Source: an optimization exercise on an open RTL-to-GDS flow (aim: small area and a short achievable clock period). Production flows keep margins and buffers that such runs may drop.
At most, simulation tests tie the RTL to the original design; equivalence was not proved.
No functional check of the RTL was part of runs 3 to 6.
No activity file was given, so power comes from the tool's default toggle rates.

==> flow/config.mk <==
export PLATFORM = sky130hd
export DESIGN_NAME = ring_buffer_double_ended_queue
export DESIGN_NICKNAME = ring_buffer_double_ended_queue
export VERILOG_FILES = /design/flow/design.v
export SDC_FILE = /design/flow/constraint.sdc
export NUM_CORES = 4
export LEC_CHECK = 0
export CAP_MARGIN = 0
export CORE_MARGIN = 2
export CORE_UTILIZATION = 60
export CTS_BUF_LIST = sky130_fd_sc_hd__clkbuf_16
export CTS_CLUSTER_DIAMETER = 60
export CTS_CLUSTER_SIZE = 25
export SETUP_SLACK_MARGIN = 2.85
export SLEW_MARGIN = 0
==> flow/constraint.sdc <==
create_clock -name core_clock -period 5.0 [get_ports {clk_i}]
set_input_delay 1.0000 -clock core_clock [delete_from_list [all_inputs] [get_ports {clk_i}]]
set_output_delay 1.0000 -clock core_clock [all_outputs]
set_load 0.01 [all_outputs]
==> flow/design.v <==
package rbdeq_pkg;
  localparam int unsigned DEPTH = 16;
  localparam int unsigned CNT_W = $clog2(DEPTH + 1);
  localparam int unsigned WORD_W = 32;
  localparam int unsigned RING = DEPTH - 2;
  typedef enum logic [2:0] {
    FUNC_PUSH_FRONT = 3'd0,
    FUNC_PUSH_BACK  = 3'd1,
    FUNC_POP_FRONT  = 3'd2,
    FUNC_POP_BACK   = 3'd3,
    FUNC_NONE       = 3'd4
  } func_e;
  typedef enum logic [1:0] {
    ST_DONE       = 2'd0,
    ST_FULL       = 2'd1,
    ST_EMPTY      = 2'd2
  } status_e;
  typedef struct packed {
    logic [2:0]               func;
    logic signed [WORD_W-1:0] push_value;
  } cmd_t;
  typedef struct packed {
    logic signed [WORD_W-1:0] popped_value;
    logic [1:0]               status;
    logic [4:0]               count_after;
    logic signed [WORD_W-1:0] first_value;
    logic signed [WORD_W-1:0] last_value;
  } res_t;
endpackage
module rbdeq_cell (
  input  logic                                clk_i,
  input  logic                                we_i,
  input  logic signed [rbdeq_pkg::WORD_W-1:0] wdata_i,
  output logic signed [rbdeq_pkg::WORD_W-1:0] data_o
);
  always_ff @(posedge clk_i) begin
    if (we_i) data_o <= wdata_i;
  end
endmodule
module ring_buffer_double_ended_queue (
  input  logic         clk_i,
  input  logic         rst_ni,
  input  logic         start_i,
  input  logic [34:0]  cmd_i_flat,
  output logic         busy_o,
  output logic         done_o,
  output logic [102:0] result_o_flat
);
  localparam int unsigned RING = rbdeq_pkg::RING;
  localparam int unsigned W    = rbdeq_pkg::WORD_W;
  rbdeq_pkg::cmd_t cmd_i;
  rbdeq_pkg::res_t result_o;
  assign cmd_i         = rbdeq_pkg::cmd_t'(cmd_i_flat);
  assign result_o_flat = result_o;
  logic [rbdeq_pkg::CNT_W-1:0] count_q, count_d;
  logic                        empty_q, one_q, two_q, full_q;
  logic                        empty_d, one_d, two_d, full_d;
  logic [RING-1:0]             head_q, head_d, tail_q, tail_d;
  logic [RING-1:0]             head_prev, head_next, tail_prev, tail_next;
  logic signed [W-1:0]         front_q, front_d, back_q, back_d;
  logic signed [W-1:0]         popped_q, popped_d;
  logic [1:0]                  status_q, status_d;
  logic                        done_q;
  logic signed [W-1:0]         ring_data [RING];
  logic signed [W-1:0]         ring_rdata, ring_wdata;
  logic [RING-1:0]             ring_rsel, ring_we;
  logic accept, three, fifteen, ge2, ge3;
  logic req_pf, req_pb, req_qf, req_qb, req_push, req_pop;
  logic push_f, push_b, pop_f, pop_b, push_ring_f, push_ring_b;
  logic f_pv, f_back, f_ring, f_hold;
  logic b_pv, b_front, b_ring, b_hold;
  assign busy_o = 1'b0;
  assign accept = start_i;
  assign ge2     = !empty_q && !one_q;
  assign ge3     = ge2 && !two_q;
  assign three   = (count_q == 5'd3);
  assign fifteen = (count_q == 5'd15);
  assign req_pf   = accept && (cmd_i.func == rbdeq_pkg::FUNC_PUSH_FRONT);
  assign req_pb   = accept && (cmd_i.func == rbdeq_pkg::FUNC_PUSH_BACK);
  assign req_qf   = accept && (cmd_i.func == rbdeq_pkg::FUNC_POP_FRONT);
  assign req_qb   = accept && (cmd_i.func == rbdeq_pkg::FUNC_POP_BACK);
  assign req_push = accept && (cmd_i.func[2:1] == 2'b00);
  assign req_pop  = accept && (cmd_i.func[2:1] == 2'b01);
  assign push_f   = req_pf && !full_q;
  assign push_b   = req_pb && !full_q;
  assign pop_f    = req_qf && !empty_q;
  assign pop_b    = req_qb && !empty_q;
  assign head_prev = {head_q[0], head_q[RING-1:1]};
  assign head_next = {head_q[RING-2:0], head_q[RING-1]};
  assign tail_prev = {tail_q[0], tail_q[RING-1:1]};
  assign tail_next = {tail_q[RING-2:0], tail_q[RING-1]};
  for (genvar i = 0; i < RING; i++) begin : g_ring
    rbdeq_cell u_cell (
      .clk_i  (clk_i),
      .we_i   (ring_we[i]),
      .wdata_i(ring_wdata),
      .data_o (ring_data[i])
    );
  end
  assign ring_rsel = cmd_i.func[0] ? tail_prev : head_q;
  always_comb begin
    ring_rdata = '0;
    for (int i = 0; i < RING; i++) begin
      ring_rdata = ring_rdata | (ring_rsel[i] ? ring_data[i] : '0);
    end
  end
  assign push_ring_f = ge2 && !full_q && req_pf;
  assign push_ring_b = ge2 && !full_q && req_pb;
  assign ring_wdata  = cmd_i.func[0] ? back_q : front_q;
  assign ring_we     = ({RING{push_ring_f}} & head_prev) | ({RING{push_ring_b}} & tail_q);
  always_comb begin
    head_d = head_q;
    tail_d = tail_q;
    if (push_ring_f)         head_d = head_prev;
    if (req_qf && ge3)       head_d = head_next;
    if (push_ring_b)         tail_d = tail_next;
    if (req_qb && ge3)       tail_d = tail_prev;
  end
  assign f_pv    = push_f || (req_pb && empty_q);
  assign f_back  = req_qf && two_q;
  assign f_ring  = req_qf && ge3;
  assign f_hold  = !empty_q && !push_f && !req_qf && !(req_qb && one_q);
  assign b_pv    = push_b || (req_pf && empty_q);
  assign b_front = req_qb && two_q;
  assign b_ring  = req_qb && ge3;
  assign b_hold  = !empty_q && !push_b && !req_qb && !(req_qf && one_q);
  assign front_d = ({W{f_pv}} & cmd_i.push_value) | ({W{f_back}} & back_q) |
                   ({W{f_ring}} & ring_rdata) | ({W{f_hold}} & front_q);
  assign back_d  = ({W{b_pv}} & cmd_i.push_value) | ({W{b_front}} & front_q) |
                   ({W{b_ring}} & ring_rdata) | ({W{b_hold}} & back_q);
  always_comb begin
    count_d  = count_q;
    status_d = rbdeq_pkg::ST_DONE;
    popped_d = '0;
    if (push_f || push_b) count_d = count_q + 1'b1;
    if (pop_f || pop_b)   count_d = count_q - 1'b1;
    if (pop_f) popped_d = front_q;
    if (pop_b) popped_d = back_q;
    if (req_push && full_q)  status_d = rbdeq_pkg::ST_FULL;
    if (req_pop && empty_q)  status_d = rbdeq_pkg::ST_EMPTY;
  end
  assign empty_d = (empty_q && !req_push) || (one_q && req_pop);
  assign one_d   = (empty_q && req_push) || (one_q && !req_push && !req_pop) || (two_q && req_pop);
  assign two_d   = (one_q && req_push) || (two_q && !req_push && !req_pop) || (three && req_pop);
  assign full_d  = (full_q && !req_pop) || (fifteen && req_push);
  always_ff @(posedge clk_i or negedge rst_ni) begin
    if (!rst_ni) begin
      count_q <= '0;
      empty_q <= 1'b1;
      one_q   <= 1'b0;
      two_q   <= 1'b0;
      full_q  <= 1'b0;
      done_q  <= 1'b0;
      head_q  <= RING'(1);
      tail_q  <= RING'(1);
    end else begin
      count_q <= count_d;
      empty_q <= empty_d;
      one_q   <= one_d;
      two_q   <= two_d;
      full_q  <= full_d;
      done_q  <= accept;
      head_q  <= head_d;
      tail_q  <= tail_d;
    end
  end
  always_ff @(posedge clk_i) begin
    front_q  <= front_d;
    back_q   <= back_d;
    popped_q <= popped_d;
    status_q <= status_d;
  end
  assign done_o                = done_q;
  assign result_o.popped_value = popped_q;
  assign result_o.status       = status_q;
  assign result_o.count_after  = 5'(count_q);
  assign result_o.first_value  = front_q;
  assign result_o.last_value   = back_q;
endmodule
==> flow/flow/run.sh <==
#!/bin/bash
# Layout flow: the standard ORFS flow (standard.sh), unchanged except that the
# port buffers are plain sky130 buf_2 cells instead of the delay-cell buffers that
# buffer_ports picks by default.
set -euo pipefail
export BUFFER_PORTS_ARGS="-buffer_cell sky130_fd_sc_hd__buf_2"
bash standard.sh > standard_flow.log 2>&1
==> flow/standard.sh <==
#!/bin/bash
# synth_recipe.tcl (not shown) runs the flow's synth.tcl, then flattens the netlist and writes it again
# the make line also repeats each setting of config.mk as NAME=value (left out here)
make -C /OpenROAD-flow-scripts/flow DESIGN_CONFIG=/design/flow/config.mk WORK_HOME=/design/flow/orfs CLKGATE_MAP_FILE= SYNTH_SCRIPT=/design/flow/synth_recipe.tcl "${@:-finish}"
==> results by group, run 1 <==
Outcome
  • Outcome: timing/DRC/antenna clean

Timing
  • Final hold slack: 500 ps
  • Final Critical Period: 2290 ps
  • Fmax: 0.436 GHz
  • Final WS setup: 2710 ps
  • Slew Viols, Final: 0
  • Final Setup Violations: 0
  • Clk_skew: 21.5 ps
  • Final Hold Vio Count: 0
  • Final setup TNS: 0 ps
  • Unrepaired setup endpoints after global routing: yes
  • Period Utilization, post-route: 45.9%
  • Worst-Margin Slew: 887 ps
  • Max_slew headroom: 40.9%

Route
  • DRT iter0 DRCs: 2116
  • Final WL: 69600 um
  • Wirelength per Cell: 32.5 um
  • Via density: 6.93
  • DRC Markers: 0
  • Router iterations before antenna repair: 6
  • ANT nets after route: 0
  • Vias: 14873

Place
  • Placed Area: 23800 um^2
  • Hpwl dp: 31600 um
  • Worst slack at placement: 1120 ps
  • Placer Congestion: 0.784
  • I/O Buffers: 141

Synthesis
  • Yosys top cell area share: 60.9%
  • Count of cell types in the netlist: 47
  • Seq cells post-synth: 584
  • Mean post-synth cell area: 15.7 um^2
  • Synth area leader: edfxtp_1
  • Synth area leaders: edfxtp_1 (61%), dfxtp_1 (8.9%), a22oi_1 (8.6%), dfrtp_1 (4.0%), a222oi_1 (2.8%)
  • Post-Synthesis Cell Area: 22100 um^2
  • Synthesized Nets: 1451
  • Synth Instances: 1409
  • Yosys warnings: 3
  • Seq/Total Area, Yosys: 74.1%

Die
  • Top Ports: 143
  • Row cnt: 70
  • DIE AREA: 38400 um^2
  • Core ar.: 36400 um^2
  • Chip Height: 196 um
  • Die width: 196 um
  • Initial core utilization: 60.6%

Setup path
  • CP Data Arrival Time: 2580 ps
  • Crit path capture type: register
  • Slowest CP cell: or3b_4
  • Crit-path cells: buf_8 -> or3b_4 -> or2_4 -> buf_8 -> buf_12 -> nor2_4 -> buf_12 -> clkbuf_16
  • Critical Path Max Stage Delay: 420 ps
  • Kind of critical path: in -> reg
  • Req. time, crit path: 5280 ps
  • CP max FO: 8
  • Critical Path Source Type: input port

CTS
  • CTS H-Tree Depth: 2
  • Root Driver: clkbuf_16
  • Worst-Skew Late Latency: 570 ps
  • CTS max path bufs: 3
  • Hold buffer count at CTS: 0
  • TritonCTS buffer count: 37
  • Worst-path clk slew: 80 ps
  • CTS sink cnt: 584
  • CTS tree: yes

Power
  • Max VDD drop: 0.000316 V
  • Int Pwr: 7880 uW
  • Leak pwr: 0.00961 uW
  • Power share of the clock group: 31.3%
  • Pwr dens: 392 nW/um^2
  • Combinational power share: 13.1%
  • Psw: 2690 uW
  • Sequential power share: 55.6%
  • Net Sw Frac: 25.5%

Layout
  • NumNets Final: 1693
  • Number of diodes: 0
  • Layout cells sized above 1: 34.5%
  • Design Area, Final: 27000 um^2
  • Fill count: 2257
  • Area growth from synthesis to layout: 22.2%

Run
  • MaxCap Viol Count: 0

GRT
  • GRT Util Overall: 35.1%
  • Total grt overflow: 0
  • Largest net degree at the start of global routing: 39
  • First-pass GRT wire length: 95700 um
  • Number of global-route vias before repair: 14028
  • Initial antenna violation count: 0

Min path
  • Hold crit path type: reg -> reg
path summary, 6_finish.rpt:
path,cells past startpoint,from,endpoint,slack [ps]
hold / removal,2,head_q[0],head_q[0],500
min in group asynchronous,1,rst_ni,tail_q[13],560
max in group asynchronous,1,rst_ni,count_q[1],3840
setup reg to reg,7,full_q,g_ring[7].u_cell.data_o[8],2770
hold reg to reg,2,head_q[0],head_q[0],500
setup / recovery,8,cmd_i_flat[34],g_ring[7].u_cell.data_o[8],2710
area by class of cell:
cell class,count,area (um^2),share of cell area (%)
Clock buffer,37,926,3.43
Sequential cell,584,16400,60.7
Tap cell,468,586,2.17
Timing Repair Buffer,285,2690,9.97
Clock inverter,28,322,1.19
Inverter,3,22.5,0.0834
Multi-Input combinational cell,740,6070,22.5
flip-flops by register name (all words and copies together), names as in the netlist:
register              cells
back_q                   32
count_q                   5
done_q                    1
empty_q                   1
front_q                  32
full_q                    1
g_ring.u_cell.data_o    448
head_q                   14
one_q                     1
popped_q                 32
status_q                  2
tail_q                   14
two_q                     1
cell usage in the layout, fill, tap and decap left out, types with 16 or more instances in the layout:
cell type,instances
edfxtp_1,448
a222oi_1,62
nor3_2,22
buf_2,137
dfxtp_1,84
mux2_2,23
o21ai_1,65
nand3_1,33
nor2b_1,33
a22oi_2,87
buf_4,74
mux2_4,23
a22oi_1,165
clkbuf_16,48
nor2_4,22
nor2_1,16
dfrtp_1,31
nand2_1,109
buf_12,33
per-layer routing:
| layer | global-route usage [%] | up-vias | wire, um |
|---|---|---|---|
| li1 | - | 6166 | - |
| met1 | 48.9 | 7552 | 26600 |
| met2 | 55.1 | 990 | 32300 |
| met3 | 7.36 | 165 | 7950 |
| met4 | 13.4 | 0 | 2800 |
| met5 | 0 | - | 0 |
Yosys cell counts (all sizes together):
master   instances
clkbuf          29
dfxtp           98
nor2b           34
a2bb2oi          1
nand3b           1
xor2             2
o21ai           68
conb             1
dfstp            3
a21boi           2
a21oi            6
a221oi           2
dfrtp           35
a31oi            1
fa               1
mux2            47
nor2            36
nor4             3
or3              2
and3             2
buf             60
mux2i           16
a211oi           1
a222oi          62
nand2          111
nor3            26
nand4           10
edfxtp         448
or3b             1
a22oi          252
nand2b           2
inv              3
nand3           34
xnor2            2
or2              2
ha               3
a21o             2
cells by family (layout without fill, tap and decap cells):
logic type / after synthesis / count (layout) / synth area share (%)
compound gates: 397 / 397 / 13.4
xor+xnor: 4 / 4 / 0.159
fa+ha+maj: 4 / 4 / 0.260
buf+inv: 92 / 353 / 2.64
flops: 584 / 584 / 74.1
mux: 63 / 65 / 3.24
other cells: 1 / 1 / 0.0170
simple gates: 264 / 269 / 6.17
worst max-delay path: cells and delay by family:
family / cells / cell delay (ps)
buffers and inverters: 5 / 730
AND/OR/NAND/NOR: 3 / 830
what timing repair did:
item                                    in CTS  in global routing
gates resized for setup                     95                 39
endpoints found under the setup margin     792                305
buffers inserted                            77                 16
pin swaps                                   21                 25
cloned                                      13                 13
metrics by stage:
stage,utilization [%],cells,total power (uW)
CTS,72.4,2116,10500
detailed placement,65.2,1961,7170
global route,74.1,2145,10900
global placement,65.2,1961,7120
floorplan,-,1409,6710
finish,74.1,2145,10600
power groups by stage:
stage / Clock, uW / Combinational (uW) / Sequential (uW)
global route: 3500 / 1480 / 5910
finish: 3310 / 1380 / 5880
CTS: 3340 / 1310 / 5870
floorplan: 0 / 663 / 6040
global placement: 0 / 1140 / 5980
detailed placement: 0 / 1170 / 6000
==> inputs of run 2 (changes only) <==
--- a/flow/config.mk
+++ b/flow/config.mk
@@ -8,8 +8,8 @@
 export CAP_MARGIN = 0
 export CORE_MARGIN = 2
 export CORE_UTILIZATION = 60
-export CTS_BUF_LIST = sky130_fd_sc_hd__clkbuf_16
-export CTS_CLUSTER_DIAMETER = 60
-export CTS_CLUSTER_SIZE = 25
-export SETUP_SLACK_MARGIN = 2.85
+export CTS_BUF_LIST = sky130_fd_sc_hd__clkbuf_8
+export CTS_CLUSTER_DIAMETER = 50
+export CTS_CLUSTER_SIZE = 14
+export SETUP_SLACK_MARGIN = 2.8
 export SLEW_MARGIN = 0
==> results by group, run 2 <==
Outcome
  • Outcome: timing/DRC/antenna clean

Route
  • Via density: 6.71
  • DRT iter0 DRCs: 1946
  • Vias: 14405
  • Wirelength per Cell: 30.2 um
  • DRC Markers: 0
  • ANT nets after route: 0
  • Router iterations before antenna repair: 10
  • Final WL: 64800 um

Layout
  • Max FFs per register: 448
  • Reg with most FFs: g_ring.u_cell.data_o
  • Number of diodes: 0
  • Layout cells sized above 1: 35.8%
  • Area growth from synthesis to layout: 18.4%
  • Non-filler instance count after layout: 2146
  • Commonest non-fill, non-tap cells in the layout: edfxtp_1 (448), a22oi_1 (165), buf_2 (132), nand2_1 (110), a22oi_2 (87)
  • Commonest non-fill, non-tap cell in the layout: edfxtp_1
  • NumNets Final: 1676

Timing
  • Final setup TNS: 0 ps
  • Worst-Margin Slew: 987 ps
  • Slew Viols, Final: 0
  • Final Critical Period: 2260 ps
  • Final Setup Violations: 0
  • Final Hold Vio Count: 0
  • Period Utilization, post-route: 45.3%
  • Fmax: 0.442 GHz
  • Unrepaired setup endpoints after global routing: yes
  • Clk_skew: 22.9 ps
  • Max_slew headroom: 34.1%

Synthesis
  • Synthesized Nets: 1451
  • Top post-synthesis cells by count: edfxtp_1 (448), a22oi_1 (252), nand2_1 (111), dfxtp_1 (98)
  • Synth Instances: 1409
  • Count of cell types in the netlist: 47
  • Seq cells post-synth: 584
  • Synth area leaders: edfxtp_1 (61%), dfxtp_1 (8.9%), a22oi_1 (8.6%), dfrtp_1 (4.0%), a222oi_1 (2.8%)
  • EDFF count, synth: 448
  • Seq/Total Area, Yosys: 74.1%
  • Post-Synthesis Cell Area: 22100 um^2
  • Yosys top cell area share: 60.9%
  • Asr flop ratio synth: 6.51%
  • Dominant synthesized flop cell: edfxtp_1
  • Yosys warnings: 3
  • Synth area leader: edfxtp_1
  • Mean post-synth cell area: 15.7 um^2
  • Count leader, synth: edfxtp_1

GRT
  • First-pass GRT wire length: 92500 um
  • GRT Util Overall: 33.7%
  • Total grt overflow: 0
  • Largest net degree at the start of global routing: 39
  • Initial antenna violation count: 1
  • Number of global-route vias before repair: 13654

Die
  • Core ar.: 36400 um^2
  • Chip Height: 196 um
  • Row cnt: 70
  • DIE AREA: 38400 um^2
  • Top Ports: 143
  • Initial core utilization: 60.6%
  • Die width: 196 um

Place
  • Placer Congestion: 0.771
  • Inst Count DP: 1961
  • I/O Buffers: 141
  • Hpwl dp: 31700 um

Setup path
  • CP max FO: 29
  • Critical Path Source Type: input port
  • Kind of critical path: in -> reg
  • Crit path capture type: register
  • Req. time, crit path: 5540 ps
  • CP Data Arrival Time: 2800 ps

CTS
  • Worst-path clk slew: 100 ps
  • CTS sink cnt: 584
  • Root Driver: clkbuf_8
  • CTS max path bufs: 3
  • Worst-Skew Late Latency: 670 ps
  • CTS H-Tree Depth: 2
  • Hold buffer count at CTS: 0
  • TritonCTS buffer count: 52
  • CTS tree: yes

Power
  • Total power: 10000 uW
  • Max VDD drop: 0.000265 V
  • Pwr dens: 384 nW/um^2
  • Leak pwr: 0.00935 uW

Min path
  • Hold crit path type: in -> async

Run
  • MaxCap Viol Count: 0
==> run 2: cell counts after synthesis <==
Identical to the previous run, type by type.
==> run 2: critical path: stages <==
cell and delay, ps:
buf_16 190, nor2_1 80, a21oi_1 650, nor2_4 370, a222oi_1 350, o21ai_0 140
==> run 2: worst paths after layout <==
kind	slack (ps)	startpoint	to	cells after the start
min	460	rst_ni	two_q	1
max	2740	cmd_i_flat[32]	front_q[30]	6
min in group core_clock	500	start_i	done_q	1
max reg2reg	2820	full_q	g_ring[12].u_cell.data_o[16]	6
max in group asynchronous	3930	rst_ni	full_q	1
min reg2reg	500	head_q[0]	head_q[0]	2
==> run 2: stage by stage <==
step | cell area [um^2] | util [%] | hold WS, ps | setup WS (ps)
floorplan | 22900 | - | 459 | 2120
global placement | 23800 | 65.3 | 467 | 1320
global route | 26200 | 71.8 | 499 | 2750
detailed placement | 23800 | 65.3 | 475 | 1290
CTS | 26000 | 71.2 | 451 | 2760
finish | 26200 | 71.8 | 458 | 2740
==> run 2: per-layer routing <==
| layer | part of all wire (%) | GRT usage, % | wire, um |
|---|---|---|---|
| met2 | 47 | 53.3 | 30200 |
| met1 | 40 | 49.1 | 26000 |
| met5 | 0 | 0 | 0 |
| met4 | 3.2 | 11.2 | 2060 |
| met3 | 10 | 4.68 | 6550 |
==> run 2: report_power, final <==
part / switching (uW) / total [uW] / leakage, uW / internal, uW
clock: 1620 / 2780 / 0.000610 / 1160
combinational: 804 / 1350 / 0.00330 / 550
sequential: 175 / 5910 / 0.00543 / 5730
total: 2600 / 10000 / 0.00935 / 7440
==> run 2: timing repair <==
| action | 4_1_cts | 5_1_grt |
|---|---|---|
| endpoints found under the setup margin | 718 | 184 |
| hold endpoints to repair | 0 | 0 |
| resized for setup | 127 | 14 |
| setup buffers | 58 | 19 |
| pin swaps | 17 | 4 |
| gates cloned | 9 | 1 |
==> run 2: cell families (layout without fill, tap and decap cells) <==
family / after synthesis / after routing / synth area share [%]
mux: 63 / 63 / 3.24
buf+inv: 92 / 357 / 2.64
compound gates: 397 / 397 / 13.4
simple gates: 264 / 268 / 6.17
fa+ha+maj: 4 / 4 / 0.260
flops: 584 / 584 / 74.1
xor+xnor: 4 / 4 / 0.159
other cells: 1 / 1 / 0.0170
==> run 2: final cells by class <==
class                   instances  area (um^2)
clock inverters                42          258
inverters                       3         22.5
repair buffers                256         2090
multi-input cells             737         5970
fillers                      2415        10300
well taps                     468          586
clock buffers                  56          771
flip-flops and latches        584        16500
==> inputs of run 3 (changes only) <==
--- a/flow/design.v
+++ b/flow/design.v
@@ -52,7 +52,7 @@
   rbdeq_pkg::res_t result_o;
   assign cmd_i         = rbdeq_pkg::cmd_t'(cmd_i_flat);
   assign result_o_flat = result_o;
-  logic [rbdeq_pkg::CNT_W-1:0] count_q, count_d;
+  logic [rbdeq_pkg::CNT_W-1:0] count_q, count_d, count_up, count_down;
   logic                        empty_q, one_q, two_q, full_q;
   logic                        empty_d, one_d, two_d, full_d;
   logic [RING-1:0]             head_q, head_d, tail_q, tail_d;
@@ -128,14 +128,22 @@
                    ({W{f_ring}} & ring_rdata) | ({W{f_hold}} & front_q);
   assign back_d  = ({W{b_pv}} & cmd_i.push_value) | ({W{b_front}} & front_q) |
                    ({W{b_ring}} & ring_rdata) | ({W{b_hold}} & back_q);
+  for (genvar i = 0; i < rbdeq_pkg::CNT_W; i++) begin : g_step
+    if (i == 0) begin : g_lsb
+      assign count_up[i]   = !count_q[0];
+      assign count_down[i] = !count_q[0];
+    end else begin : g_bit
+      assign count_up[i]   = count_q[i] ^ (&count_q[i-1:0]);
+      assign count_down[i] = count_q[i] ^ !(|count_q[i-1:0]);
+    end
+  end
   always_comb begin
     count_d  = count_q;
     status_d = rbdeq_pkg::ST_DONE;
     popped_d = '0;
-    if (push_f || push_b) count_d = count_q + 1'b1;
-    if (pop_f || pop_b)   count_d = count_q - 1'b1;
-    if (pop_f) popped_d = front_q;
-    if (pop_b) popped_d = back_q;
+    if (push_f || push_b) count_d = count_up;
+    if (pop_f || pop_b)   count_d = count_down;
+    if (pop_f || pop_b) popped_d = ring_wdata;
     if (req_push && full_q)  status_d = rbdeq_pkg::ST_FULL;
     if (req_pop && empty_q)  status_d = rbdeq_pkg::ST_EMPTY;
   end
--- a/flow/config.mk
+++ b/flow/config.mk
@@ -8,8 +8,8 @@
 export CAP_MARGIN = 0
 export CORE_MARGIN = 2
 export CORE_UTILIZATION = 60
-export CTS_BUF_LIST = sky130_fd_sc_hd__clkbuf_8
-export CTS_CLUSTER_DIAMETER = 50
-export CTS_CLUSTER_SIZE = 14
+export CTS_BUF_LIST = sky130_fd_sc_hd__clkbuf_16
+export CTS_CLUSTER_DIAMETER = 60
+export CTS_CLUSTER_SIZE = 25
 export SETUP_SLACK_MARGIN = 2.8
 export SLEW_MARGIN = 0
==> results by group, run 3 <==
Layout
  • Commonest non-fill, non-tap cells in the layout: edfxtp_1 (448), a22oi_1 (205), buf_2 (137), nand2_1 (124), dfxtp_1 (98)
  • Commonest non-fill, non-tap cell in the layout: edfxtp_1
  • NumNets Final: 1634
  • Multi-input logic area: 5950 um^2
  • Number of diodes: 0
  • Fill count: 2322
  • FF/Latch Area: 16400 um^2
  • Non-filler instance count after layout: 2090
  • Max FFs per register: 448
  • Reg with most FFs: g_ring.u_cell.data_o
  • Design Area, Final: 26400 um^2
  • Layout cells sized above 1: 29.8%
  • Area growth from synthesis to layout: 19.7%

Min path
  • Hold Path Origin: count_q[3]
  • WHS Path Cells: 1
  • Hold crit path type: reg -> reg

Place
  • Placer Congestion: 0.770
  • I/O Buffers: 141
  • Hpwl dp: 30300 um
  • Inst Count DP: 1924
  • Placed Area: 23300 um^2

Synthesis
  • Yosys warnings: 3
  • Asr flop ratio synth: 6.51%
  • Synthesized Nets: 1432
  • Count leader, synth: edfxtp_1
  • EDFF count, synth: 448
  • Seq cells post-synth: 584
  • Count of cell types in the netlist: 48
  • Synth area leaders: edfxtp_1 (61%), dfxtp_1 (8.9%), a22oi_1 (8.6%), dfrtp_1 (4.0%), a222oi_1 (2.9%)
  • Synth Instances: 1394
  • Post-Synthesis Cell Area: 22100 um^2
  • Seq/Total Area, Yosys: 74.2%
  • Top post-synthesis cells by count: edfxtp_1 (448), a22oi_1 (253), nand2_1 (124), dfxtp_1 (98), a222oi_1 (64)
  • Yosys top cell area share: 61.0%
  • Dominant synthesized flop cell: edfxtp_1
  • Mean post-synth cell area: 15.8 um^2
  • Synth area leader: edfxtp_1

Die
  • Row cnt: 70
  • Top Ports: 143
  • Initial core utilization: 60.6%
  • DIE AREA: 38300 um^2
  • Core ar.: 36400 um^2
  • Die width: 196 um
  • Chip Height: 196 um

Power
  • Leak pwr: 0.00949 uW
  • Max VDD drop: 0.000570 V
  • Total power: 10600 uW
  • Pwr dens: 400 nW/um^2

Timing
  • Final Setup Violations: 0
  • Max_slew headroom: 41.6%
  • Period Utilization, post-route: 45.0%
  • Fmax: 0.444 GHz
  • Final hold slack: 513 ps
  • Final Critical Period: 2250 ps
  • Final Hold Vio Count: 0
  • Final setup TNS: 0 ps
  • Clk_skew: 26.2 ps
  • Worst-Margin Slew: 875 ps
  • Slew Viols, Final: 0
  • Unrepaired setup endpoints after global routing: yes

Route
  • Vias: 14404
  • Final WL: 65900 um
  • DRT iter0 DRCs: 2006
  • Router iterations before antenna repair: 8
  • Via density: 6.89
  • ANT nets after route: 0
  • Wirelength per Cell: 31.5 um
  • DRC Markers: 0

Setup path
  • CP Capture Point: g_ring[3].u_cell.data_o[8]
  • Req. time, crit path: 5290 ps
  • CP Data Arrival Time: 2540 ps
  • Crit path capture type: register
  • Worst r2r dst: g_ring[3].u_cell.data_o[8]
  • Critical R2R Launch: full_q
  • Critical Path Source Type: input port
  • Crit path from: cmd_i_flat[33]
  • R2R Setup Slk: 2870 ps
  • Reg2Reg Depth: 8
  • CP max FO: 7
  • Kind of critical path: in -> reg

CTS
  • CTS H-Tree Depth: 2
  • CTS sink cnt: 584
  • CTS max path bufs: 3
  • Worst-path clk slew: 90 ps
  • Hold buffer count at CTS: 0
  • Worst-Skew Late Latency: 590 ps
  • Root Driver: clkbuf_16
  • CTS tree: yes
  • TritonCTS buffer count: 37

GRT
  • Initial antenna violation count: 0
  • GRT Util Overall: 33.2%
  • First-pass GRT wire length: 91300 um
  • Total grt overflow: 0
  • Largest net degree at the start of global routing: 39
  • Number of global-route vias before repair: 13322

Run
  • MaxCap Viol Count: 0

Outcome
  • Outcome: timing/DRC/antenna clean
==> run 3: changes by cell type after synthesis, moves of 9 or more <==
cell / delta
a22o_1: +14
o21ai_1: +37
clkbuf_1: +14
buf_2: -14
nor2_1: -27
nor3_2: +10
mux2i_1: -14
nand4_1: -9
nand2_1: +13
o21ai_0: -39
==> run 3: critical path, cell delays in order <==
cell and delay (ps):
buf_12 100, nor4b_4 260, buf_4 180, buf_12 110, buf_6 80, and3_4 230, buf_12 140, a22o_4 230
buf_12 170
==> run 3: final cells by class <==
class / instances / area share [%]
inverter: 2 / 0.0284
tap: 468 / 2.22
clock inverter: 28 / 1.07
sequential: 584 / 62.0
multi-input combinational: 735 / 22.5
timing repair buffer: 236 / 8.68
clock buffer: 37 / 3.51
==> run 3: layer usage <==
metal	track usage [%]	vias up	wire length (um)
met1	46.6	7344	25300
met4	11.8	0	2330
li1	-	6079	-
met2	53.7	848	31600
met3	5.38	133	6620
met5	0	-	0
==> run 3: worst min path at each step <==
stage                             to  slack [ps]
after floorplan            tail_q[0]         470
after global placement     head_q[0]         490
after detailed placement   head_q[0]         500
after CTS                 count_q[3]         520
after global routing      count_q[4]         560
final                     count_q[3]         510
==> run 3: repair_timing <==
item | CTS | global route
setup endpoints to repair | 565 | 490
setup buffers | 38 | 39
cloned | 19 | 5
pin swaps | 18 | 10
resized for setup | 52 | 22
==> run 3: cell families (layout without fill, tap and decap cells) <==
family	Yosys count	count (layout)	share of synthesized area [%]
and+or+nand+nor	253	255	6.36
other	1	1	0.0170
AOI/OAI and AO/OA	409	425	14.0
muxes	48	49	2.57
buffers and inverters	94	303	2.68
DFF	584	584	74.2
xor gates and xnor gates	5	5	0.198
==> run 3: stage by stage <==
stage / utilization (%) / setup slack [ps]
floorplan: - / 2220
global route: 72.5 / 2720
detailed placement: 63.9 / 1330
finish: 72.5 / 2750
global placement: 63.9 / 1340
CTS: 70.1 / 2710
==> run 3: where the power goes <==
group          internal [uW]  total [uW]  switching, uW
logic                    501        1350            847
registers               5760        5960            198
clock network           1520        3250           1720
total                   7790       10600           2770
==> inputs of run 4 (changes only) <==
--- a/flow/design.v
+++ b/flow/design.v
@@ -63,7 +63,7 @@
   logic                        done_q;
   logic signed [W-1:0]         ring_data [RING];
   logic signed [W-1:0]         ring_rdata, ring_wdata;
-  logic [RING-1:0]             ring_rsel, ring_we;
+  logic [RING-1:0]             ring_rsel, ring_we, wsel_f, wsel_b;
   logic accept, three, fifteen, ge2, ge3;
   logic req_pf, req_pb, req_qf, req_qb, req_push, req_pop;
   logic push_f, push_b, pop_f, pop_b, push_ring_f, push_ring_b;
@@ -107,7 +107,9 @@
   assign push_ring_f = ge2 && !full_q && req_pf;
   assign push_ring_b = ge2 && !full_q && req_pb;
   assign ring_wdata  = cmd_i.func[0] ? back_q : front_q;
-  assign ring_we     = ({RING{push_ring_f}} & head_prev) | ({RING{push_ring_b}} & tail_q);
+  assign wsel_f      = full_q ? '0 : head_prev;
+  assign wsel_b      = full_q ? '0 : tail_q;
+  assign ring_we     = ({RING{req_pf}} & wsel_f) | ({RING{req_pb}} & wsel_b);
   always_comb begin
     head_d = head_q;
     tail_d = tail_q;
==> results by group, run 4 <==
Setup path
  • CP max FO: 32
  • CP Data Arrival Time: 2470 ps
  • Kind of critical path: in -> reg
  • Crit path capture type: register
  • Req. time, crit path: 5220 ps
  • Critical Path Source Type: input port

Layout
  • Non-filler instance count after layout: 2057
  • Commonest non-fill, non-tap cell in the layout: edfxtp_1
  • Design Area, Final: 26400 um^2
  • Area growth from synthesis to layout: 20.5%
  • Reg with most FFs: g_ring.u_cell.data_o
  • Final core utilization: 73.8%
  • Number of diodes: 0
  • Layout cells sized above 1: 31.6%
  • Commonest non-fill, non-tap cells in the layout: edfxtp_1 (448), a22oi_1 (162), buf_2 (137), dfxtp_1 (97), a222oi_1 (64)
  • NumNets Final: 1610
  • Max FFs per register: 448

Timing
  • Max_slew headroom: 39.1%
  • Period Utilization, post-route: 45.0%
  • Final Hold Vio Count: 0
  • Unrepaired setup endpoints after global routing: yes
  • Worst-Margin Slew: 913 ps
  • Final Setup Violations: 0
  • Final setup TNS: 0 ps
  • Final Critical Period: 2250 ps
  • Fmax: 0.445 GHz
  • Clk_skew: 23.5 ps
  • Slew Viols, Final: 0

Power
  • Pwr dens: 456 nW/um^2
  • Leak pwr: 0.00944 uW
  • Max VDD drop: 0.000374 V

Synthesis
  • Synth area leader: edfxtp_1
  • Synthesized Nets: 1425
  • Top post-synthesis cells by count: edfxtp_1 (448), a22oi_1 (224), dfxtp_1 (98), clkbuf_1 (74), o21ai_0 (66)
  • Count of cell types in the netlist: 44
  • Asr flop ratio synth: 6.51%
  • Synth area leaders: edfxtp_1 (61%), dfxtp_1 (9.0%), a22oi_1 (7.7%), dfrtp_1 (4.0%), mux2_2 (3.3%)
  • Yosys warnings: 3
  • Mean post-synth cell area: 15.8 um^2
  • Post-Synthesis Cell Area: 21900 um^2
  • Seq/Total Area, Yosys: 74.7%
  • Yosys top cell area share: 61.4%
  • EDFF count, synth: 448
  • Dominant synthesized flop cell: edfxtp_1
  • Seq cells post-synth: 584
  • Synth Instances: 1387
  • Count leader, synth: edfxtp_1

Min path
  • Hold crit path type: reg -> reg

GRT
  • Largest net degree at the start of global routing: 39
  • GRT Util Overall: 34.0%
  • Initial antenna violation count: 0
  • First-pass GRT wire length: 92800 um
  • Number of global-route vias before repair: 13376
  • Total grt overflow: 0

Route
  • ANT nets after route: 0
  • DRC Markers: 0
  • Final WL: 65500 um
  • Wirelength per Cell: 31.8 um
  • Vias: 14228
  • Via density: 6.92
  • DRT iter0 DRCs: 2132
  • Router iterations before antenna repair: 9

Die
  • Initial core utilization: 61.3%
  • Die width: 195 um
  • Row cnt: 69
  • DIE AREA: 38000 um^2
  • Top Ports: 143
  • Chip Height: 195 um
  • Core ar.: 35700 um^2

CTS
  • Worst-Skew Late Latency: 560 ps
  • CTS max path bufs: 3
  • CTS sink cnt: 584
  • CTS H-Tree Depth: 2
  • Root Driver: clkbuf_16
  • CTS tree: yes
  • Worst-path clk slew: 90 ps
  • TritonCTS buffer count: 37

Run
  • MaxCap Viol Count: 0

Place
  • Hpwl dp: 30300 um
  • Inst Count DP: 1924
  • Placed Area: 23700 um^2
  • I/O Buffers: 141
  • Placer Congestion: 0.783

Outcome
  • Outcome: timing/DRC/antenna clean
## run 4: changes by cell type after synthesis, sizes merged, moves of 5 or more
cell,previous run,this run
nor3,37,29
buf,49,19
a22oi,253,224
clkbuf,43,74
nand2,124,59
a22o,14,0
nand4,1,6
nor2,9,32
a31oi,1,15
mux2,46,74
mux2i,2,31
a21oi,7,18
## run 4: what timing repair did
item                                    in CTS  in global routing
hold buffers                                 0                  0
endpoints found under the setup margin     651                387
gates resized for setup                     85                 23
gates cloned                                21                  4
pin swaps                                   14                 10
setup buffers                               34                 11
## run 4: cell type report
type,count,area [um^2]
flip-flops and latches,584,16400
fillers,2168,9350
multi-input cells,719,6160
repair buffers,228,2070
clock buffers,37,926
well taps,461,577
clock inverters,26,274
inverters,2,7.51
## run 4: power breakdown
part           switching [uW]  internal (uW)  total, uW
registers                 336           5780       6110
logic                    1780            946       2730
clock network            1680           1520       3200
## run 4: cells by family (layout without fill, tap and decap cells)
kind of cell           count (synthesis)  count (layout)  synth area share [%]
AND/OR/NAND/NOR                      207             210                  4.63
XOR/XNOR                               5               5                 0.200
multiplexers                         105             112                  5.39
AO/OA/AOI/OAI                        390             391                  13.1
flip-flops                           584             584                  74.7
buffers and inverters                 95             293                  1.91
other                                  1               1                0.0171
## run 4: critical path: stages
cell and delay, ps:
buf_8 100, or3b_4 420, or2_4 320, buf_4 160
nor2_4 80, buf_8 330
## run 4: metal layers
layer  share of wire [%]  global-route usage, %  vias to the layer above
met4                 2.9                   9.92                        2
li1                    -                      -                     5992
met5                0.17                      0                        -
met3                  12                   5.37                      124
met2                  46                   53.3                      915
met1                  39                   49.8                     7195
## run 4: worst paths after layout
kind                                startpoint  slack [ps]                            to  depth (start not counted)
worst max-delay path            cmd_i_flat[33]        2750  g_ring[12].u_cell.data_o[18]                          6
worst min-delay path                count_q[4]         520                    count_q[4]                          1
worst max register to register         empty_q        2790                    head_q[13]                          6
worst min register to register      count_q[4]         520                    count_q[4]                          1
max in group asynchronous               rst_ni        3800                    count_q[0]                          1
min in group asynchronous               rst_ni         580                         one_q                          1
## run 4: metrics by stage
step                      hold slack (ps)  setup slack (ps)  total power [uW]
after floorplan                       516              2030              7780
after global placement                509              1450              8500
after detailed placement              516              1400              8540
after CTS                             529              2740             11900
after global routing                  557              2730             12400
final                                 521              2750             12000
==> inputs of run 5 (changes only) <==
--- a/flow/config.mk
+++ b/flow/config.mk
@@ -11,5 +11,5 @@
 export CTS_BUF_LIST = sky130_fd_sc_hd__clkbuf_16
 export CTS_CLUSTER_DIAMETER = 60
 export CTS_CLUSTER_SIZE = 25
-export SETUP_SLACK_MARGIN = 2.8
+export SETUP_SLACK_MARGIN = 2.75
 export SLEW_MARGIN = 0
==> results by group, run 5 <==
Layout
  • Max FFs per register: 448
  • Fill count: 2258
  • NumNets Final: 1609
  • Commonest non-fill, non-tap cell in the layout: edfxtp_1
  • Commonest non-fill, non-tap cells in the layout: edfxtp_1 (448), a22oi_1 (224), buf_2 (137), dfxtp_1 (98), a222oi_1 (64)
  • Area growth from synthesis to layout: 18.6%
  • Reg with most FFs: g_ring.u_cell.data_o
  • Layout cells sized above 1: 27.6%
  • Number of diodes: 0

Power
  • Max VDD drop: 0.000345 V
  • Leak pwr: 0.00941 uW
  • Pwr dens: 457 nW/um^2

CTS
  • Root Driver: clkbuf_16
  • Worst-Skew Late Latency: 580 ps
  • Worst-path clk slew: 90 ps
  • CTS max path bufs: 3
  • CTS sink cnt: 584
  • CTS tree: yes
  • TritonCTS buffer count: 37
  • CTS H-Tree Depth: 2
  • Hold buffer count at CTS: 0

Synthesis
  • Count leader, synth: edfxtp_1
  • Yosys warnings: 3
  • Seq cells post-synth: 584
  • Top post-synthesis cells by count: edfxtp_1 (448), a22oi_1 (224), dfxtp_1 (98), clkbuf_1 (74), o21ai_0 (66)
  • Dominant synthesized flop cell: edfxtp_1
  • Post-Synthesis Cell Area: 21900 um^2
  • Synth area leaders: edfxtp_1 (61%), dfxtp_1 (9.0%), a22oi_1 (7.7%), dfrtp_1 (4.0%), mux2_2 (3.3%)
  • Seq/Total Area, Yosys: 74.7%
  • Yosys top cell area share: 61.4%
  • Asr flop ratio synth: 6.51%
  • EDFF count, synth: 448
  • Synthesized Nets: 1425
  • Mean post-synth cell area: 15.8 um^2
  • Count of cell types in the netlist: 44
  • Synth Instances: 1387
  • Synth area leader: edfxtp_1

Timing
  • Clk_skew: 28.2 ps
  • Period Utilization, post-route: 46.3%
  • Final Setup Violations: 0
  • Final Hold Vio Count: 0
  • Final Critical Period: 2310 ps
  • Final setup TNS: 0 ps
  • Final WS setup: 2690 ps
  • Fmax: 0.432 GHz
  • Final hold slack: 531 ps
  • Slew Viols, Final: 0
  • Max_slew headroom: 34.9%
  • Worst-Margin Slew: 949 ps
  • Unrepaired setup endpoints after global routing: yes

Setup path
  • Crit path capture type: register
  • Crit path from: cmd_i_flat[33]
  • Reg2Reg Depth: 6
  • CP Capture Point: g_ring[8].u_cell.data_o[11]
  • Worst r2r dst: back_q[0]
  • Kind of critical path: in -> reg
  • Req. time, crit path: 5290 ps
  • R2R Setup Slk: 2800 ps
  • Critical Path Source Type: input port
  • Critical R2R Launch: empty_q
  • CP Data Arrival Time: 2600 ps
  • CP max FO: 8

Run
  • MaxCap Viol Count: 0

Die
  • Core ar.: 35700 um^2
  • Row cnt: 69
  • Chip Height: 195 um
  • Initial core utilization: 61.3%
  • DIE AREA: 38000 um^2
  • Die width: 195 um
  • Top Ports: 143

Route
  • DRT iter0 DRCs: 2161
  • Vias: 14353
  • DRC Markers: 0
  • ANT nets after route: 0
  • Wirelength per Cell: 32.4 um
  • Router iterations before antenna repair: 9
  • Via density: 6.98
  • Final WL: 66500 um

GRT
  • First-pass GRT wire length: 90200 um
  • GRT Util Overall: 32.8%
  • Total grt overflow: 0
  • Largest net degree at the start of global routing: 46
  • Initial antenna violation count: 0
  • Number of global-route vias before repair: 13388

Min path
  • Hold crit path type: reg -> reg
  • WHS Path Cells: 1

Place
  • I/O Buffers: 141
  • Placer Congestion: 0.777
  • Worst slack at placement: 1310 ps
  • Hpwl dp: 29600 um

Outcome
  • Outcome: timing/DRC/antenna clean
run 5: changes by cell type in the layout (fill, tap and decap cells not counted), moves of 4 or more:
cell       change
mux2_4         +5
a22oi_1       +62
mux2_8         -8
a22oi_2       -62
o21ai_0       +27
clkbuf_16     +10
buf_16         -4
o21ai_1       -27
run 5: worst min-delay path by stage:
stage,to,startpoint,slack (ps)
detailed placement,back_q[21],back_q[21],520
floorplan,tail_q[0],tail_q[0],520
CTS,count_q[4],count_q[4],530
global route,done_q,start_i,550
finish,count_q[4],count_q[4],530
global placement,back_q[17],back_q[17],510
run 5: timing repair:
item | CTS | global route
endpoints found under the setup margin | 688 | 340
pin swaps | 9 | 4
resized for setup | 67 | 29
endpoints found under the hold margin | 0 | 0
buffers inserted | 23 | 18
cloned | 12 | 17
run 5: metal layers:
layer | track usage [%] | vias to the layer above | part of all wire (%)
li1 | - | 5987 | -
met1 | 47.2 | 7279 | 39
met2 | 51.7 | 964 | 46
met3 | 6.94 | 123 | 12
met4 | 8.82 | 0 | 3.1
met5 | 0 | - | 0
run 5: cells by family (layout without fill, tap and decap cells):
logic type	count (synthesis)	in the layout	synth area share [%]
DFF	584	584	74.7
xor gates and xnor gates	5	5	0.200
and+or+nand+nor	207	211	4.63
muxes	105	109	5.39
AOI/OAI and AO/OA	390	391	13.1
other	1	1	0.0171
buffers and inverters	95	295	1.91
run 5: metrics by stage:
stage / cell area, um^2 / util [%] / cells / total power [uW]
2_1_floorplan: 22400 / - / 1387 / 7590
3_3_place_gp: 23400 / 65.3 / 1923 / 8370
3_5_place_dp: 23400 / 65.3 / 1923 / 8420
4_1_cts: 25300 / 70.9 / 2022 / 11700
5_1_grt: 26000 / 72.7 / 2057 / 12300
6_report: 26000 / 72.7 / 2057 / 11900
run 5: critical path, stage by stage:
cell and delay [ps]:
buf_12 100, or3b_4 420, or2_4 290, buf_12 160
buf_12 120, nor2_4 110, buf_8 150, buf_12 110
buf_16 130
run 5: layout make-up:
type	count	area, um^2	area share, %
Clock inverter	25	240	0.924
Timing Repair Buffer	229	2090	8.06
Inverter	2	7.51	0.0289
Multi-Input combinational cell	717	5720	22.0
Tap cell	461	577	2.22
Sequential cell	584	16400	63.0
Clock buffer	39	976	3.76
run 5: power breakdown:
| group | switching, uW | leakage [uW] | total (uW) | internal [uW] |
|---|---|---|---|---|
| clock | 1660 | 0.000610 | 3230 | 1570 |
| combinational | 1720 | 0.00339 | 2560 | 838 |
| sequential | 309 | 0.00541 | 6080 | 5770 |
| total | 3690 | 0.00941 | 11900 | 8190 |
==> inputs of run 6 (changes only) <==
--- a/flow/config.mk
+++ b/flow/config.mk
@@ -7,9 +7,9 @@
 export LEC_CHECK = 0
 export CAP_MARGIN = 0
 export CORE_MARGIN = 2
-export CORE_UTILIZATION = 60
+export CORE_UTILIZATION = 50
 export CTS_BUF_LIST = sky130_fd_sc_hd__clkbuf_16
 export CTS_CLUSTER_DIAMETER = 60
 export CTS_CLUSTER_SIZE = 25
-export SETUP_SLACK_MARGIN = 2.75
+export SETUP_SLACK_MARGIN = 2.8
 export SLEW_MARGIN = 0
==> results by group, run 6 <==
GRT
  • Largest net degree at the start of global routing: 39
  • Initial antenna violation count: 0
  • First-pass GRT wire length: 93000 um
  • Total grt overflow: 0
  • GRT Util Overall: 29.1%
  • Number of global-route vias before repair: 13239

Timing
  • Worst-Margin Slew: 934 ps
  • Period Utilization, post-route: 45.6%
  • Unrepaired setup endpoints after global routing: yes
  • Fmax: 0.439 GHz
  • Clk_skew: 16.8 ps
  • Max_slew headroom: 37.7%
  • Final setup TNS: 0 ps
  • Final Setup Violations: 0
  • Final Critical Period: 2280 ps
  • Slew Viols, Final: 0
  • Final Hold Vio Count: 0

Synthesis
  • Synth area leader: edfxtp_1
  • XOR/XNOR Fraction of Synth Area: 0.200%
  • Top post-synthesis cells by count: edfxtp_1 (448), a22oi_1 (224), dfxtp_1 (98), clkbuf_1 (74), o21ai_0 (66)
  • Synthesized Nets: 1425
  • Count leader, synth: edfxtp_1
  • Mean post-synth cell area: 15.8 um^2
  • EDFF count, synth: 448
  • Post-Synth Simple-Gate Area: 4.63%
  • Dominant synthesized flop cell: edfxtp_1
  • Yosys top cell area share: 61.4%
  • Synth Area in Compound Gates: 13.1%
  • Largest family of logic cells by synthesized area: compound AO/OA/AOI/OAI gates
  • Seq cells post-synth: 584
  • Adder-Cell Fraction of Synth Area: 0%
  • Asr flop ratio synth: 6.51%
  • Yosys warnings: 3
  • Mux share of post-synthesis cell area: 5.39%
  • Synth area leaders: edfxtp_1 (61%), dfxtp_1 (9.0%), a22oi_1 (7.7%), dfrtp_1 (4.0%), mux2_2 (3.3%)
  • Synth Instances: 1387
  • Seq/Total Area, Yosys: 74.7%
  • Count of cell types in the netlist: 44
  • Post-Synthesis Cell Area: 21900 um^2

Setup path
  • CP Data Arrival Time: 2750 ps
  • Req. time, crit path: 5470 ps
  • CP max FO: 7
  • R2R Setup Slk: 2800 ps
  • Kind of critical path: in -> reg
  • Crit path capture type: register
  • Critical Path Source Type: input port

Place
  • Hpwl dp: 32100 um
  • Placed Area: 23900 um^2
  • Placer Congestion: 0.760
  • I/O Buffers: 141

Die
  • Top Ports: 143
  • Chip Height: 213 um
  • Row cnt: 76
  • Initial core utilization: 50.7%
  • DIE AREA: 45500 um^2
  • Die width: 213 um
  • Core ar.: 43200 um^2

Route
  • Met1 Routed Length: 27600 um
  • Final WL: 66600 um
  • ANT nets after route: 0
  • Vias: 14084
  • Top routing layer in use: met4
  • DR WL met3: 6540 um
  • Via density: 6.45
  • DRT iter0 DRCs: 2084
  • Router iterations before antenna repair: 6
  • DRC Markers: 0
  • Wirelength per Cell: 30.5 um
  • WL met2: 30500 um

Power
  • Max VDD drop: 0.000270 V
  • Leak pwr: 0.00937 uW
  • Total power: 12300 uW
  • Pwr dens: 466 nW/um^2

CTS
  • CTS max path bufs: 3
  • CTS H-Tree Depth: 2
  • Worst-Skew Late Latency: 590 ps
  • CTS tree: yes
  • TritonCTS buffer count: 37
  • Worst-path clk slew: 80 ps
  • Root Driver: clkbuf_16
  • Hold buffer count at CTS: 0
  • CTS sink cnt: 584

Outcome
  • Outcome: timing/DRC/antenna clean

Layout
  • Design Area, Final: 26400 um^2
  • Commonest non-fill, non-tap cells in the layout: edfxtp_1 (448), a22oi_1 (162), buf_2 (137), dfxtp_1 (96), a222oi_1 (64)
  • Multi-input logic area: 6150 um^2
  • Layout cells sized above 1: 31.8%
  • Commonest non-fill, non-tap cell in the layout: edfxtp_1
  • Reg with most FFs: g_ring.u_cell.data_o
  • FF/Latch Area: 16400 um^2
  • Max FFs per register: 448
  • Fill count: 3305
  • Area growth from synthesis to layout: 20.4%
  • NumNets Final: 1606
  • Number of diodes: 0

Run
  • MaxCap Viol Count: 0

Min path
  • Hold crit path type: in -> reg
-- run 6: cell counts after synthesis --
Identical to the previous run, type by type.
-- run 6: path summary, 6_finish.rpt --
kind                                 from    endpoint  cells after the start
min reg2reg                    back_q[24]  back_q[24]                      2
min in group asynchronous          rst_ni   head_q[2]                      1
max in group asynchronous          rst_ni  count_q[0]                      1
max reg2reg                       empty_q  head_q[10]                      6
max                        cmd_i_flat[34]  head_q[10]                      7
min                               start_i      done_q                      1
-- run 6: metal layers --
| layer | vias up | GRT usage (%) |
|---|---|---|
| li1 | 5973 | - |
| met1 | 7228 | 41.6 |
| met5 | - | 0 |
| met2 | 778 | 45.0 |
| met3 | 105 | 5.96 |
| met4 | 0 | 9.48 |
-- run 6: power breakdown --
part	internal, uW	leakage [uW]	switching (uW)
Sequential	5780	0.00541	317
Combinational	934	0.00332	1810
Clock	1650	0.000641	1790
Total	8360	0.00937	3920
-- run 6: logic make-up after synthesis --
| logic type | count (synthesis) |
|---|---|
| buffers and inverters | 95 |
| DFF | 584 |
| AOI/OAI and AO/OA | 390 |
| other | 1 |
| muxes | 105 |
| xor gates and xnor gates | 5 |
| and+or+nand+nor | 207 |
-- run 6: final cells by class --
class | count | share of cell area [%]
Timing Repair Buffer | 222 | 6.72
Tap cell | 585 | 2.78
Inverter | 2 | 0.0285
Clock inverter | 28 | 1.23
Multi-Input combinational cell | 721 | 23.3
Sequential cell | 584 | 62.1
Clock buffer | 40 | 3.80
-- run 6: repair_timing --
| action | 4_1_cts | 5_1_grt |
|---|---|---|
| setup endpoints to repair | 833 | 132 |
| cloned | 15 | 3 |
| gates resized for setup | 51 | 16 |
| pin swaps | 18 | 14 |
| buffers inserted | 39 | 8 |
| hold endpoints to repair | 0 | 0 |
-- run 6: through the flow --
step	worst slack, ps	util (%)	instances	hold slack [ps]
floorplan	2030	-	1387	516
global placement	1090	55.3	2049	508
detailed placement	1070	55.3	2049	524
CTS	2710	60.5	2171	517
global route	2720	61.1	2182	534
finish	2720	61.1	2182	535
-- run 6: critical path: stages --
cell and delay, ps:
buf_6 100, or3b_4 440, or2_4 360, o21bai_4 170, buf_12 130, and2_4 240, mux2_4 310
==> inputs of run 7 (changes only) <==
--- a/flow/design.v
+++ b/flow/design.v
@@ -29,12 +29,17 @@
 endpackage
 module rbdeq_cell (
   input  logic                                clk_i,
-  input  logic                                we_i,
+  input  logic                                push_f_i,
+  input  logic                                push_b_i,
+  input  logic                                sel_f_i,
+  input  logic                                sel_b_i,
   input  logic signed [rbdeq_pkg::WORD_W-1:0] wdata_i,
   output logic signed [rbdeq_pkg::WORD_W-1:0] data_o
 );
+  logic we;
+  assign we = (push_f_i && sel_f_i) || (push_b_i && sel_b_i);
   always_ff @(posedge clk_i) begin
-    if (we_i) data_o <= wdata_i;
+    if (we) data_o <= wdata_i;
   end
 endmodule
 module ring_buffer_double_ended_queue (
@@ -63,7 +68,7 @@
   logic                        done_q;
   logic signed [W-1:0]         ring_data [RING];
   logic signed [W-1:0]         ring_rdata, ring_wdata;
-  logic [RING-1:0]             ring_rsel, ring_we, wsel_f, wsel_b;
+  logic [RING-1:0]             ring_rsel, wsel_f, wsel_b;
   logic accept, three, fifteen, ge2, ge3;
   logic req_pf, req_pb, req_qf, req_qb, req_push, req_pop;
   logic push_f, push_b, pop_f, pop_b, push_ring_f, push_ring_b;
@@ -91,10 +96,13 @@
   assign tail_next = {tail_q[RING-2:0], tail_q[RING-1]};
   for (genvar i = 0; i < RING; i++) begin : g_ring
     rbdeq_cell u_cell (
-      .clk_i  (clk_i),
-      .we_i   (ring_we[i]),
-      .wdata_i(ring_wdata),
-      .data_o (ring_data[i])
+      .clk_i   (clk_i),
+      .push_f_i(req_pf),
+      .push_b_i(req_pb),
+      .sel_f_i (wsel_f[i]),
+      .sel_b_i (wsel_b[i]),
+      .wdata_i (ring_wdata),
+      .data_o  (ring_data[i])
     );
   end
   assign ring_rsel = cmd_i.func[0] ? tail_prev : head_q;
@@ -109,7 +117,6 @@
   assign ring_wdata  = cmd_i.func[0] ? back_q : front_q;
   assign wsel_f      = full_q ? '0 : head_prev;
   assign wsel_b      = full_q ? '0 : tail_q;
-  assign ring_we     = ({RING{req_pf}} & wsel_f) | ({RING{req_pb}} & wsel_b);
   always_comb begin
     head_d = head_q;
     tail_d = tail_q;
--- a/flow/config.mk
+++ b/flow/config.mk
@@ -7,9 +7,10 @@
 export LEC_CHECK = 0
 export CAP_MARGIN = 0
 export CORE_MARGIN = 2
-export CORE_UTILIZATION = 50
+export CORE_UTILIZATION = 60
 export CTS_BUF_LIST = sky130_fd_sc_hd__clkbuf_16
 export CTS_CLUSTER_DIAMETER = 60
 export CTS_CLUSTER_SIZE = 25
 export SETUP_SLACK_MARGIN = 2.8
 export SLEW_MARGIN = 0
+export SYNTH_HIERARCHICAL = 1
==> results by group, run 7 <==
Outcome
  • Outcome: timing/DRC/antenna clean

Layout
  • Layout cells sized above 1: 26.6%
  • Reg with most FFs: g_ring.u_cell.data_o
  • Commonest non-fill, non-tap cells in the layout: edfxtp_1 (448), a22oi_1 (224), buf_2 (139), dfxtp_1 (97), nand2_1 (81)
  • Area growth from synthesis to layout: 19.6%
  • Commonest non-fill, non-tap cell in the layout: edfxtp_1
  • Non-filler instance count after layout: 2134
  • Max FFs per register: 448
  • NumNets Final: 1675

CTS
  • CTS max path bufs: 3
  • CTS H-Tree Depth: 2
  • Worst-Skew Late Latency: 570 ps
  • TritonCTS buffer count: 36
  • CTS sink cnt: 584
  • Hold buffer count at CTS: 0
  • Root Driver: clkbuf_16
  • CTS tree: yes
  • Worst-path clk slew: 90 ps

Die
  • DIE AREA: 38600 um^2
  • Top Ports: 143
  • Chip Height: 196 um
  • Die width: 196 um
  • Row cnt: 70
  • Core ar.: 36500 um^2
  • Initial core utilization: 60.9%

Place
  • Placer Congestion: 0.732
  • Worst slack at placement: 1450 ps
  • Hpwl dp: 28800 um
  • I/O Buffers: 141
  • Inst Count DP: 1949

Synthesis
  • Synth Instances: 1424
  • EDFF count, synth: 448
  • Seq cells post-synth: 584
  • Synthesized Nets: 1462
  • Top post-synthesis cells by count: edfxtp_1 (448), a22oi_1 (224), dfxtp_1 (98), nand2_1 (81), a222oi_1 (64)
  • Dominant synthesized flop cell: edfxtp_1
  • Mean post-synth cell area: 15.6 um^2
  • Yosys warnings: 9
  • Count leader, synth: edfxtp_1
  • Synth area leader: edfxtp_1
  • Synth area leaders: edfxtp_1 (61%), dfxtp_1 (8.8%), a22oi_1 (7.6%), dfrtp_1 (3.9%), a222oi_1 (2.9%)
  • Count of cell types in the netlist: 45
  • Asr flop ratio synth: 6.51%
  • Seq/Total Area, Yosys: 73.6%
  • Post-Synthesis Cell Area: 22200 um^2
  • Yosys top cell area share: 60.5%

GRT
  • GRT Util Overall: 33.9%
  • First-pass GRT wire length: 93400 um
  • Initial antenna violation count: 1
  • Total grt overflow: 0
  • Number of global-route vias before repair: 13575
  • Largest net degree at the start of global routing: 39

Timing
  • Slew Viols, Final: 0
  • Fmax: 0.456 GHz
  • Max_slew headroom: 36.7%
  • Worst-Margin Slew: 947 ps
  • Clk_skew: 39.4 ps
  • Unrepaired setup endpoints after global routing: yes
  • Period Utilization, post-route: 43.9%
  • Final setup TNS: 0 ps
  • Final hold slack: 542 ps
  • Final Critical Period: 2190 ps
  • Final Setup Violations: 0
  • Final WS setup: 2810 ps
  • Final Hold Vio Count: 0

Route
  • Vias: 15133
  • Final WL: 73400 um
  • Wirelength per Cell: 34.4 um
  • Router iterations before antenna repair: 9
  • DRT iter0 DRCs: 2961
  • DRC Markers: 0
  • Via density: 7.09
  • ANT nets after route: 0

Power
  • Max VDD drop: 0.000476 V
  • Total power: 14100 uW
  • Pwr dens: 531 nW/um^2
  • Leak pwr: 0.00965 uW

Min path
  • Hold crit path type: reg -> reg

Setup path
  • Kind of critical path: in -> reg
  • Crit path capture type: register
  • Reg2Reg Depth: 3
  • R2R Setup Slk: 2850 ps
  • CP max FO: 17
  • CP Capture Point: popped_q[16]
  • Critical R2R Launch: head_q[7]
  • Critical Path Source Type: input port
  • CP Data Arrival Time: 2690 ps
  • Crit path from: cmd_i_flat[33]
  • Req. time, crit path: 5490 ps
  • Worst r2r dst: g_ring[6].u_cell.data_o[9]

Run
  • MaxCap Viol Count: 0
-- run 7: cell types whose count changed after synthesis, moves of 9 or more --
| cell | before | now |
|---|---|---|
| buf_2 | 10 | 47 |
| o21ai_0 | 66 | 21 |
| clkbuf_1 | 74 | 31 |
| nor3_2 | 0 | 32 |
| and2_1 | 2 | 33 |
| o21ai_1 | 0 | 60 |
| nor3_1 | 28 | 6 |
| nor2_1 | 32 | 23 |
| mux2_2 | 64 | 37 |
| a22o_1 | 0 | 14 |
| a31oi_1 | 15 | 2 |
| buf_6 | 3 | 12 |
| nand2_1 | 58 | 81 |
-- run 7: kinds of logic after synthesis --
| family | share of synthesized area (%) |
|---|---|
| flip-flops | 73.6 |
| AO/OA/AOI/OAI | 13.6 |
| AND/OR/NAND/NOR | 6.39 |
| buffers and inverters | 2.32 |
| multiplexers | 3.83 |
| XOR/XNOR | 0.197 |
| other | 0.0169 |
-- run 7: worst min path at each step --
stage	startpoint	endpoint	slack (ps)	depth (start not counted)
after global placement	tail_q[0]	tail_q[0]	500	2
final	count_q[4]	count_q[4]	540	1
after CTS	tail_q[0]	tail_q[0]	520	2
after detailed placement	tail_q[0]	tail_q[0]	510	2
after global routing	count_q[3]	count_q[3]	570	1
after floorplan	tail_q[0]	tail_q[0]	480	2
-- run 7: per-module statistics from Yosys, one instance, submodules excluded --
module / cells inside / flip-flops and latches / cell area, um^2 / copies in the design
ring_buffer_double_ended_queue: 962 / 136 / 8660 / 1
rbdeq_cell: 33 / 32 / 970 / 14
-- run 7: final cells by class --
type                    instances  area, um^2
diodes                          3        7.51
clock buffers                  37         926
clock inverters                27         263
fillers                      2285        9930
inverters                       1        3.75
multi-input cells             773        6200
flip-flops and latches        584       16400
well taps                     468         586
repair buffers                241        2230
-- run 7: critical path: stages --
cell and delay [ps]:
buf_4 240, nand3b_1 230, buf_4 240, nor2_4 740, and2_1 220
-- run 7: per-stage QoR --
stage / instance area (um^2) / util (%)
global route: 26600 / 72.8
CTS: 25700 / 70.3
floorplan: 22400 / -
detailed placement: 23300 / 63.8
finish: 26600 / 72.8
global placement: 23300 / 63.8
-- run 7: timing repair --
action                                  4_1_cts  5_1_grt
resized for setup                            49       14
buffers inserted                             50       38
endpoints found under the setup margin      544      300
gates cloned                                 17       13
pin swaps                                    20        6
-- run 7: report_power, final --
part           switching, uW  internal, uW  total [uW]
clock                   1700          1520        3220
sequential               566          6410        6970
combinational           2630          1310        3940
-- run 7: routing by layer --
layer	vias up	routed length (um)	part of all wire, %	global-route usage, %
li1	6203	-	-	-
met1	7560	26700	36	47.6
met2	1156	33200	45	52.6
met3	214	10000	14	7.70
met4	0	3480	4.7	12.1
met5	-	0	0	0
==> inputs of run 8 (changes only) <==
--- a/flow/config.mk
+++ b/flow/config.mk
@@ -11,6 +11,6 @@
 export CTS_BUF_LIST = sky130_fd_sc_hd__clkbuf_16
 export CTS_CLUSTER_DIAMETER = 60
 export CTS_CLUSTER_SIZE = 25
-export SETUP_SLACK_MARGIN = 2.8
+export SETUP_SLACK_MARGIN = 2.75
 export SLEW_MARGIN = 0
 export SYNTH_HIERARCHICAL = 1
==> results by group, run 8 <==
Setup path
  • Crit path from: cmd_i_flat[32]
  • Worst r2r dst: g_ring[1].u_cell.data_o[28]
  • Kind of critical path: in -> reg
  • Critical Path Source Type: input port
  • R2R Setup Slk: 2910 ps
  • Crit-path cells: buf_16 -> mux2_4 -> a22oi_1 -> nand3_1 -> nor3_2 -> o21ai_1
  • Buf/Inv on CP: 1
  • Critical R2R Launch: full_q
  • Reg2Reg Depth: 4
  • Req. time, crit path: 5430 ps
  • Slowest CP cell: mux2_4
  • CP Data Arrival Time: 2630 ps
  • Top Family by Delay on Critical Path: multiplexers

Timing
  • Period Utilization, post-route: 44.1%
  • Final Setup Violations: 0
  • Final hold slack: 520 ps
  • Final Critical Period: 2210 ps
  • Final setup TNS: 0 ps
  • Slew Viols, Final: 0
  • Fmax: 0.453 GHz
  • Unrepaired setup endpoints after global routing: yes

Power
  • Sequential power share: 50.0%
  • Net Sw Frac: 33.5%
  • Pwr dens: 523 nW/um^2
  • Total power: 13800 uW
  • Int Pwr: 9170 uW
  • Power share of the clock group: 23.2%

Route
  • ANT nets after route: 0
  • DRT iter0 DRCs: 2298
  • Via density: 6.93
  • Final WL: 66400 um
  • Vias: 14710
  • Router iterations before antenna repair: 7
  • Wirelength per Cell: 31.3 um

Outcome
  • Outcome: timing/DRC/antenna clean

Min path
  • Hold crit path type: reg -> reg
  • Hold Path Origin: tail_q[0]

Synthesis
  • Asr flop ratio synth: 6.51%
  • Synth area leaders: edfxtp_1 (61%), dfxtp_1 (8.8%), a22oi_1 (7.6%), dfrtp_1 (3.9%), a222oi_1 (2.9%)
  • Synthesized Nets: 1462
  • Count leader, synth: edfxtp_1
  • Mean post-synth cell area: 15.6 um^2
  • Top post-synthesis cells by count: edfxtp_1 (448), a22oi_1 (224), dfxtp_1 (98), nand2_1 (81), a222oi_1 (64)
  • Synth Instances: 1424
  • EDFF count, synth: 448
  • Count of cell types in the netlist: 45
  • Dominant synthesized flop cell: edfxtp_1
  • Yosys top cell area share: 60.5%
  • Post-Synthesis Cell Area: 22200 um^2
  • Yosys warnings: 9

Place
  • Inst Count DP: 1949
  • I/O Buffers: 141
  • Hpwl dp: 28800 um
  • Placed Area: 23300 um^2

Die
  • Core ar.: 36500 um^2
  • Initial core utilization: 60.9%
  • DIE AREA: 38600 um^2
  • Top Ports: 143

GRT
  • GRT Util Overall: 34.6%
  • Number of global-route vias before repair: 13911
  • Largest net degree at the start of global routing: 39

Layout
  • Reg with most FFs: g_ring.u_cell.data_o
  • Commonest non-fill, non-tap cell in the layout: edfxtp_1
  • NumNets Final: 1665
  • Design Area, Final: 26400 um^2
  • Area growth from synthesis to layout: 18.6%

CTS
  • CTS max path bufs: 3
  • Worst-path clk slew: 100 ps
  • TritonCTS buffer count: 36
  • CTS sink cnt: 584
  • Root Driver: clkbuf_16
==> run 8: cell types whose count changed in the layout (fill, tap and decap cells not counted), moves of 2 or more <==
cell and delta:
buf_12 +3, buf_4 -2, diode_2 -2, mux2_8 -9
==> run 8: per-layer routing <==
| metal | vias to the layer above | GRT usage (%) | part of all wire, % |
|---|---|---|---|
| li1 | 6166 | - | - |
| met1 | 7420 | 48.0 | 38 |
| met2 | 973 | 53.6 | 47 |
| met3 | 151 | 8.54 | 12 |
| met4 | 0 | 12.6 | 3.4 |
| met5 | - | 0 | 0 |
==> run 8: how the worst min path moves through the flow <==
stage / to / cells past startpoint
detailed placement: tail_q[0] / 2
floorplan: tail_q[0] / 2
global route: tail_q[0] / 2
finish: tail_q[0] / 2
CTS: tail_q[0] / 2
global placement: tail_q[0] / 2
==> run 8: timing repair <==
action                                  CTS  global route
cloned                                   18             0
endpoints found under the setup margin  542           504
pin swaps                                18             3
gates resized for setup                  47             7
setup buffers                            79            11
hold buffers                              0             0
==> run 8: through the flow <==
step | setup WS [ps] | util (%)
4_1_cts | 2730 | 71.8
6_report | 2790 | 72.2
3_3_place_gp | 1480 | 63.8
5_1_grt | 2740 | 72.2
2_1_floorplan | 2210 | -
3_5_place_dp | 1450 | 63.8
==> run 8: final cells by class <==
| type | count | area, um^2 |
|---|---|---|
| clock buffers | 37 | 926 |
| well taps | 468 | 586 |
| multi-input cells | 762 | 5940 |
| repair buffers | 242 | 2270 |
| fillers | 2320 | 10200 |
| diodes | 1 | 2.50 |
| clock inverters | 27 | 263 |
| inverters | 1 | 3.75 |
| flip-flops and latches | 584 | 16400 |
==> run 8: kinds of logic (layout without fill, tap and decap cells) <==
family                    after synthesis  after routing  share of synthesized area, %
and+or+nand+nor                       255            258                          6.39
other                                   1              2                        0.0169
xor gates and xnor gates                5              5                         0.197
buffers and inverters                  95            307                          2.32
AOI/OAI and AO/OA                     408            422                          13.6
DFF                                   584            584                          73.6
muxes                                  76             76                          3.83
==> run 8: power groups by stage <==
stage               clock network [uW]  registers, uW  logic (uW)
floorplan                            0           6980        1970
global placement                     0           6940        3140
detailed placement                   0           6970        3200
CTS                               3200           6860        3600
global route                      3380           6950        3920
finish                            3190           6890        3700
==> run 8: Yosys stat by module, one instance, submodules excluded <==
module | copies in the design | area (um^2)
rbdeq_cell | 14 | 970
ring_buffer_double_ended_queue | 1 | 8660
==> run 8: worst register-to-register path: cells and delay by family (launching register included) <==
family,cells,cell delay [ps]
flops,1,370
compound gates,1,320
simple gates,1,700
buf+inv,2,440
